This design comes from an exercise in tuning for small area, a short achievable clock period and few clock cycles per item on the open sky130 flow, not from production work. The RTL was checked by simulation tests, not by an equivalence proof against the original design. Power is estimated from default activity; no workload was simulated.

## flow/design.v (module list and top-level ports; edited modules follow where they fit)
// module lbsm_divider: 49 lines
// module lbsm_fa: 10 lines
// module lbsm_pp123: 11 lines
// module lbsm_pp13: 9 lines
// module lbsm_pp23: 9 lines
// module lbsm_pp3: 7 lines
// module lbsm_mac: 456 lines
// module lattice_bond_site_mapper: 300 lines
module lattice_bond_site_mapper #(
   parameter int MAX_EXTENT = 256
) (
   input  logic                               clock,
   input  logic                               reset,
   input  logic                               req_valid,
   output logic                               req_ready,
   input  logic [lbsm_pkg::CELL_W-1:0]        req_cell_x,
   input  logic [lbsm_pkg::CELL_W-1:0]        req_cell_y,
   input  logic [lbsm_pkg::CELL_W-1:0]        req_cell_z,
   input  logic signed [lbsm_pkg::OFF_W-1:0]  req_src_dx,
   input  logic signed [lbsm_pkg::OFF_W-1:0]  req_src_dy,
   input  logic signed [lbsm_pkg::OFF_W-1:0]  req_src_dz,
   input  logic [lbsm_pkg::LOCAL_W-1:0]       req_src_local,
   input  logic signed [lbsm_pkg::OFF_W-1:0]  req_tgt_dx,
   input  logic signed [lbsm_pkg::OFF_W-1:0]  req_tgt_dy,
   input  logic signed [lbsm_pkg::OFF_W-1:0]  req_tgt_dz,
   input  logic [lbsm_pkg::LOCAL_W-1:0]       req_tgt_local,
   output logic                               rsp_valid,
   input  logic                               rsp_ready,
   output logic                               rsp_connected,
   output logic [lbsm_pkg::SITE_W-1:0]        rsp_src_site,
   output logic [lbsm_pkg::SITE_W-1:0]        rsp_tgt_site,
   output logic                               rsp_flip_x,
   output logic                               rsp_flip_y,
   output logic                               rsp_flip_z,
   output logic [lbsm_pkg::DIMS-1:0]          rsp_src_outside,
   output logic [lbsm_pkg::DIMS-1:0]          rsp_tgt_outside,
   input  logic                               csr_write_en,
   input  logic [lbsm_pkg::CSR_IDX_W-1:0]     csr_index,
   input  logic [lbsm_pkg::CSR_DATA_W-1:0]    csr_wdata
);
  // ...
==> flow/run.sh <==
#!/bin/bash
# synth_recipe.tcl (not shown) runs the flow's synth.tcl, then flattens the netlist and writes it again
# the make line also repeats each setting of config.mk as NAME=value (left out here)
make -C /OpenROAD-flow-scripts/flow DESIGN_CONFIG=/design/flow/config.mk WORK_HOME=/design/flow/orfs CLKGATE_MAP_FILE= SYNTH_SCRIPT=/design/flow/synth_recipe.tcl finish
==> flow/config.mk <==
export PLATFORM = sky130hd
export DESIGN_NAME = lattice_bond_site_mapper
export DESIGN_NICKNAME = lattice_bond_site_mapper
export VERILOG_FILES = /design/flow/design.v
export SDC_FILE = /design/flow/constraint.sdc
export NUM_CORES = 4
export LEC_CHECK = 0
export CAP_MARGIN = 20
export CELL_PAD_IN_SITES_DETAIL_PLACEMENT = 1
export CELL_PAD_IN_SITES_GLOBAL_PLACEMENT = 1
export CORE_MARGIN = 2
export CORE_UTILIZATION = 30
export CTS_BUF_LIST = sky130_fd_sc_hd__clkbuf_4 sky130_fd_sc_hd__clkbuf_8
export PLACE_DENSITY = 0.45
export SLEW_MARGIN = 20
export SYNTH_HIERARCHICAL = 1
export SYNTH_MINIMUM_KEEP_SIZE = 0
==> flow/constraint.sdc <==
create_clock -name core_clock -period 10.0 [get_ports {clock}]
set_input_delay 2.0000 -clock core_clock [delete_from_list [all_inputs] [get_ports {clock}]]
set_output_delay 2.0000 -clock core_clock [all_outputs]
set_load 0.01 [all_outputs]
==> impl_metrics.toml, run 1 <==
[logic_synthesis]
synth_compound_area_frac = 0.174
syn-cell-area_um2 = 45700
synth_warnings = 8
synthDistinctLibCells = 83
yosysMostFrequentCell = "fa_1"

[critical_path]
critPathSlowestCell = "and2_2"
cp.arrival_ns = 5.18
path_buf_inv = 0

[place]
place_hpwl_mm = 126

[status]
status = "finished clean"

[power_and_ir_drop]
swShare = 0.412
powerSeq_uw = 3480

[sta]
finalSetupViolCount = 0
min_period_ns = 4.62
fmax_mhz = 217

[cells_and_area]
seqCellArea_um2 = 14800
nonClockBufferCount = 233
seq_share = 0.285
area_growth_syn_to_layout_pct = 13.4
final_common_cell = "fa_1"

[hold_path]
min_from = "s1_flip[0]"

[global_route]
antenna_found_initial = 7
grt_pass1_vias = 37007

[floorplanning]
fp.dieW_um = 394

[cts]
htreeDepth = 3
Testbench counts, summed over its fixed seeds: cycles 19,440, bonds 19,200.
==> module lbsm_divider, before the edit <==
module lbsm_divider (
   input  logic signed [lbsm_pkg::COORD_W-1:0] coord,
   input  logic [lbsm_pkg::SIZE_W-1:0]         extent,
   output logic signed [lbsm_pkg::COORD_W-1:0] next,
   output logic                                moved
);
   localparam int CW = lbsm_pkg::COORD_W;
   logic [CW-1:0] ne;                   
   logic [CW-1:0] down;                 
   logic [4:0]    dc;                   
   logic [3:0]    mc0, mc1, hc0, hc1;   
   logic [2:0]    ms0, ms1, hs0, hs1;
   logic          mcy;                  
   logic [5:0]    uc;                   
   logic [4:0]    us;
   logic [3:0]    uh;                   
   logic [CW-1:0] up;                   
   logic          below, above;
   assign ne = ~{1'b0, extent};
   assign dc[0]  = 1'b1;
   assign mc0[0] = 1'b0;
   assign mc1[0] = 1'b1;
   assign hc0[0] = 1'b0;
   assign hc1[0] = 1'b1;
   for (genvar i = 0; i < 4; i++) begin : g_down_lo
      lbsm_fa u_fa (.a(coord[i]), .b(ne[i]), .c(dc[i]), .s(down[i]), .co(dc[i+1]));
   end
   for (genvar i = 0; i < 3; i++) begin : g_down_mid
      lbsm_fa u_fa0 (.a(coord[i+4]), .b(ne[i+4]), .c(mc0[i]), .s(ms0[i]), .co(mc0[i+1]));
      lbsm_fa u_fa1 (.a(coord[i+4]), .b(ne[i+4]), .c(mc1[i]), .s(ms1[i]), .co(mc1[i+1]));
   end
   for (genvar i = 0; i < 3; i++) begin : g_down_hi
      lbsm_fa u_fa0 (.a(coord[i+7]), .b(ne[i+7]), .c(hc0[i]), .s(hs0[i]), .co(hc0[i+1]));
      lbsm_fa u_fa1 (.a(coord[i+7]), .b(ne[i+7]), .c(hc1[i]), .s(hs1[i]), .co(hc1[i+1]));
   end
   assign down[6:4]    = dc[4] ? ms1 : ms0;
   assign mcy          = dc[4] ? mc1[3] : mc0[3];
   assign down[CW-1:7] = mcy ? hs1 : hs0;
   assign uc[0] = 1'b0;
   for (genvar i = 0; i < 5; i++) begin : g_up
      lbsm_fa u_fa (.a(extent[i]), .b(coord[i]), .c(uc[i]), .s(us[i]), .co(uc[i+1]));
   end
   assign uh = extent[8:5] - 4'd1;
   assign up = {uc[5] ? {1'b0, extent[8:5]} : {(extent[8:5] == 4'd0), uh}, us};
   assign below = coord[CW-1];
   assign above = !down[CW-1];
   assign moved = below | above;
   assign next  = below ? up : (above ? down : coord);
endmodule
==> inputs of run 2 (changes only) <==
--- a/flow/design.v
+++ b/flow/design.v
@@ -29,37 +29,13 @@
    output logic                                moved
 );
    localparam int CW = lbsm_pkg::COORD_W;
-   logic [CW-1:0] ne;                   
    logic [CW-1:0] down;                 
-   logic [4:0]    dc;                   
-   logic [3:0]    mc0, mc1, hc0, hc1;   
-   logic [2:0]    ms0, ms1, hs0, hs1;
-   logic          mcy;                  
    logic [5:0]    uc;                   
    logic [4:0]    us;
    logic [3:0]    uh;                   
    logic [CW-1:0] up;                   
    logic          below, above;
-   assign ne = ~{1'b0, extent};
-   assign dc[0]  = 1'b1;
-   assign mc0[0] = 1'b0;
-   assign mc1[0] = 1'b1;
-   assign hc0[0] = 1'b0;
-   assign hc1[0] = 1'b1;
-   for (genvar i = 0; i < 4; i++) begin : g_down_lo
-      lbsm_fa u_fa (.a(coord[i]), .b(ne[i]), .c(dc[i]), .s(down[i]), .co(dc[i+1]));
-   end
-   for (genvar i = 0; i < 3; i++) begin : g_down_mid
-      lbsm_fa u_fa0 (.a(coord[i+4]), .b(ne[i+4]), .c(mc0[i]), .s(ms0[i]), .co(mc0[i+1]));
-      lbsm_fa u_fa1 (.a(coord[i+4]), .b(ne[i+4]), .c(mc1[i]), .s(ms1[i]), .co(mc1[i+1]));
-   end
-   for (genvar i = 0; i < 3; i++) begin : g_down_hi
-      lbsm_fa u_fa0 (.a(coord[i+7]), .b(ne[i+7]), .c(hc0[i]), .s(hs0[i]), .co(hc0[i+1]));
-      lbsm_fa u_fa1 (.a(coord[i+7]), .b(ne[i+7]), .c(hc1[i]), .s(hs1[i]), .co(hc1[i+1]));
-   end
-   assign down[6:4]    = dc[4] ? ms1 : ms0;
-   assign mcy          = dc[4] ? mc1[3] : mc0[3];
-   assign down[CW-1:7] = mcy ? hs1 : hs0;
+   assign down = coord - $signed({1'b0, extent});
    assign uc[0] = 1'b0;
    for (genvar i = 0; i < 5; i++) begin : g_up
       lbsm_fa u_fa (.a(extent[i]), .b(coord[i]), .c(uc[i]), .s(us[i]), .co(uc[i+1]));
--- a/flow/config.mk
+++ b/flow/config.mk
@@ -9,9 +9,11 @@
 export CELL_PAD_IN_SITES_DETAIL_PLACEMENT = 1
 export CELL_PAD_IN_SITES_GLOBAL_PLACEMENT = 1
 export CORE_MARGIN = 2
-export CORE_UTILIZATION = 30
-export CTS_BUF_LIST = sky130_fd_sc_hd__clkbuf_4 sky130_fd_sc_hd__clkbuf_8
-export PLACE_DENSITY = 0.45
+export CORE_UTILIZATION = 40
+export CTS_BUF_LIST = sky130_fd_sc_hd__clkbuf_16
+export CTS_CLUSTER_DIAMETER = 80
+export CTS_CLUSTER_SIZE = 24
+export PLACE_DENSITY = 0.55
 export SLEW_MARGIN = 20
 export SYNTH_HIERARCHICAL = 1
 export SYNTH_MINIMUM_KEEP_SIZE = 0
==> run 2 against run 1 <==
  * Maximum frequency fell by 0.32%
  * Highest routed layer is now met4
  * Via count rose by 2.3%
  * Sequential share of layout area rose by 1.1 points
  * Largest power group unchanged
  * Still clean on timing, DRC and antenna
==> impl_metrics.toml, run 2 <==
[status]
status = "finished clean"

[cells_and_area]
postLayoutCellArea_um2 = 49900
final_common_cell = "inv_1"
nets = 5131
layout_common_cells = "inv_1 (433), a222oi_1 (352), fa_1 (349), nand2_1 (320), edfxtp_1 (317)"
drive_gt1_frac = 0.0958
instances_no_fill = 5918
area_growth_syn_to_layout_pct = 9.56

[cts]
clock-root-buffer = "clkbuf_16"
clockBufferDepth = 3
post_cts_buffers = 0
htreeDepth = 2
cts_resized = 0
clk_pin_slew_ns = 0.10
cts.sinks = 579
ctsHoldBuffers = 0
numCtsBuffers = 48
cts_tree = "yes"
clk_latency_ns = 0.69

[floorplanning]
fp.dieW_um = 341
die_h_um = 341
start_util = 0.404
io_pins = 163
placementRows = 123
core_area_um2 = 113000
die_area_um2 = 117000

[power_and_ir_drop]
powerDensity_nw_per_um2 = 222
cellLeakagePower_uw = 0.0184
ir_drop_mv = 0.117
power_uw = 11100

[global_route]
grt_max_degree = 82
grt_use_total = 0.269
grt_first_pass_wirelength_mm = 239
grt_pass1_vias = 37090
antenna_found_initial = 2
overflow = 0

[sta]
tns_ns = 0
worst_slew_pin_slew_ns = 1.21
finalMaxSlewViolations = 0
hold_violations = 0
fmax_mhz = 216
finalSetupViolCount = 0
fin_crit_sh = 0.463
fin_worst_skew_ns = 0.0334
setup_slack_ns = 5.37
min_period_ns = 4.63
maxSlewHeadroom = 0.191
rsz0062_at_grt = "false"

[logic_synthesis]
avgSynthCellArea_um2 = 10.5
yosys-top-cells-count = "inv_1 (432), a222oi_1 (352), fa_1 (349)"
ys_ff_latch = 579
synth_edf_count = 317
seq_area_frac_synth = 0.324
synthDistinctLibCells = 80
synth_warnings = 8
yosys_most_used_dff = "edfxtp_1"
async_flop_share = 0
netlist_top_cells_area = "edfxtp_1 (21%), fa_1 (15%), dfxtp_1 (12%)"
syn-cell-area_um2 = 45500
yosysMostFrequentCell = "inv_1"
yosysTopAreaCell = "edfxtp_1"
yosysTopAreaCellShare = 0.209
syn_inst = 4343

[place]
place_ws_ns = 4.91
place.gp.congestion = 0.908
postPlaceCellArea_um2 = 48100
dp_cells = 5826
port_buffers = 162
place_hpwl_mm = 119

[drt]
wl_met1_mm = 69.0
num_vias = 35454
met2_length_mm = 75.6
drtAntennaViolNets = 0
drtIter0Drc = 4418
wl_met3_mm = 11.2
detail_route.vias_per_cell = 5.99
drc = 0
avgRoutedWirePerCell_um = 26.9
wl_mm = 159
dr.pass1.iters = 13
dr.max_layer_used = "met4"

[critical_path]
worst_r2r_path_depth = 7
crit_start = "rowb_ff[7]"
path_class = "reg -> reg"
r2r_start = "rowb_ff[7]"
critPathRequiredTime_ns = 10.41
endpoint_kind = "flip-flop"
critPathSlowestCell = "dfxtp_1"
cpPeakStageDelay_ns = 1.07
cp.arrival_ns = 5.04
crit_fanout = 19
crit_top_cell = "fa_1"
crit_path_end = "s2_row1_n[11]"
r2r_slack_ns = 5.37
path_cells = "a222oi_1 > fa_1 > fa_1 > fa_1 > fa_1 > fa_1 > fa_1"
r2r_end = "s2_row1_n[11]"
cp-start-kind = "flip-flop"

[hold_path]
min_from = "s1_flip[2]"
worstHoldPathType = "reg -> reg"

[run]
timing.max_cap.violations = 0
run 2: changes by cell type after synthesis, moves of 18 or more:
cell     previous run  this run
fa_1              439       349
ha_1              254       314
o21ai_1            59         8
a21oi_1           207       249
nand2_1           356       323
or3_1               9        38
a21oi_2             0        25
mux2i_1            92        67
xor2_1             49        71
inv_1             411       432
mux2_2            111        92
a31oi_1             6        24
run 2: how the worst min path moves through the flow:
stage / endpoint / slack, ns / cells past startpoint
after floorplan: s2_flip[0] / 0.40 / 0
after global placement: s2_flip[0] / 0.40 / 0
after detailed placement: s2_flip[2] / 0.41 / 0
after CTS: s2_flip[2] / 0.43 / 0
after global routing: s2_flip[2] / 0.45 / 0
final: s2_flip[2] / 0.43 / 0
run 2: kinds of logic (layout without fill, tap and decap cells):
| group | Yosys count | after routing | synth area share |
|---|---|---|---|
| buf+inv | 670 | 743 | 0.0653 |
| mux | 159 | 159 | 0.0375 |
| fa+ha+maj | 663 | 663 | 0.240 |
| other cells | 6 | 8 | 0.000495 |
| xor+xnor | 188 | 188 | 0.0362 |
| flops | 579 | 579 | 0.324 |
| compound gates | 1109 | 1109 | 0.190 |
| simple gates | 969 | 969 | 0.106 |
run 2: per-module statistics from Yosys (local to each module, per instance):
module                    cells  copies in the design
lattice_bond_site_mapper   2645                     1
lbsm_pp13                     1                    24
lbsm_mac                    180                     2
lbsm_pp123                    1                   352
lbsm_fa                       1                   332
lbsm_pp3                      1                    14
lbsm_pp23                     1                    22
lbsm_divider                 99                     6
run 2: critical path: cells and delay by family, from the launching register on:
family | cells | cell delay, ns
AO/OA/AOI/OAI | 1 | 0.31
adder cells (fa/ha/maj) | 6 | 2.96
flip-flops | 1 | 1.07
run 2: area by class of cell:
class	count	area, um2
multi-input cells	3094	27800
fillers	12334	62800
flip-flops and latches	579	14800
clock inverters	41	561
well taps	1500	1880
inverters	447	1690
clock buffers	48	1200
repair buffers	207	1970
diodes	2	5.00
run 2: through the flow:
stage,hold WS (ns),utilization
2_1_floorplan,0.400,-
3_3_place_gp,0.402,0.427
3_5_place_dp,0.406,0.427
4_1_cts,0.434,0.443
5_1_grt,0.450,0.443
6_report,0.432,0.443
run 2: per-layer routing:
metal,up-vias,GRT usage
met4,0,0.0711
met5,-,0
met3,215,0.0434
li1,16057,-
met1,17860,0.362
met2,1322,0.450
run 2: power breakdown:
part / internal (uW) / switching, uW / total, uW
Sequential: 3130 / 426 / 3550
Combinational: 1990 / 3380 / 5370
Clock: 1010 / 1160 / 2170
Total: 6120 / 4970 / 11100
Testbench counts of run 2, summed over its fixed seeds: cycles 19,440, bonds 19,200.

-- what the ideal ports hide --
No port has a modelled driver above. Below, the same layouts with a new extraction and two added sets of constraints. Step 1 (the two cells are an assumption about what drives the block):
set clk [get_ports {clock}]
set_driving_cell -lib_cell sky130_fd_sc_hd__clkbuf_16 $clk
set_driving_cell -lib_cell sky130_fd_sc_hd__buf_2 [delete_from_list [all_inputs] $clk]
Step 2 adds t to the input delays and takes it off the output delays; t is the mean of the earliest and latest rising clock arrival at the registers after step 1. Input paths then give back, and output paths get back, about the clock's delay inside the block. a / b / c = no drivers / after step 1 / after step 2; a / b = the first two.
run	t, ns	setup slack, ns	worst setup path at the end	worst slew at a driven data input, ns	pins driven straight from the clock port
run 1	0.925	5.383 / 5.383 / 4.699	input to register	0.08	1
run 2	0.744	5.368 / 5.368 / 4.933	input to register	0.04	1
After both steps setup and hold are still met in every run listed. For run 1, which loses most, drivers alone change the setup slack by 0.000 ns; drivers and shift together by -0.684 ns.
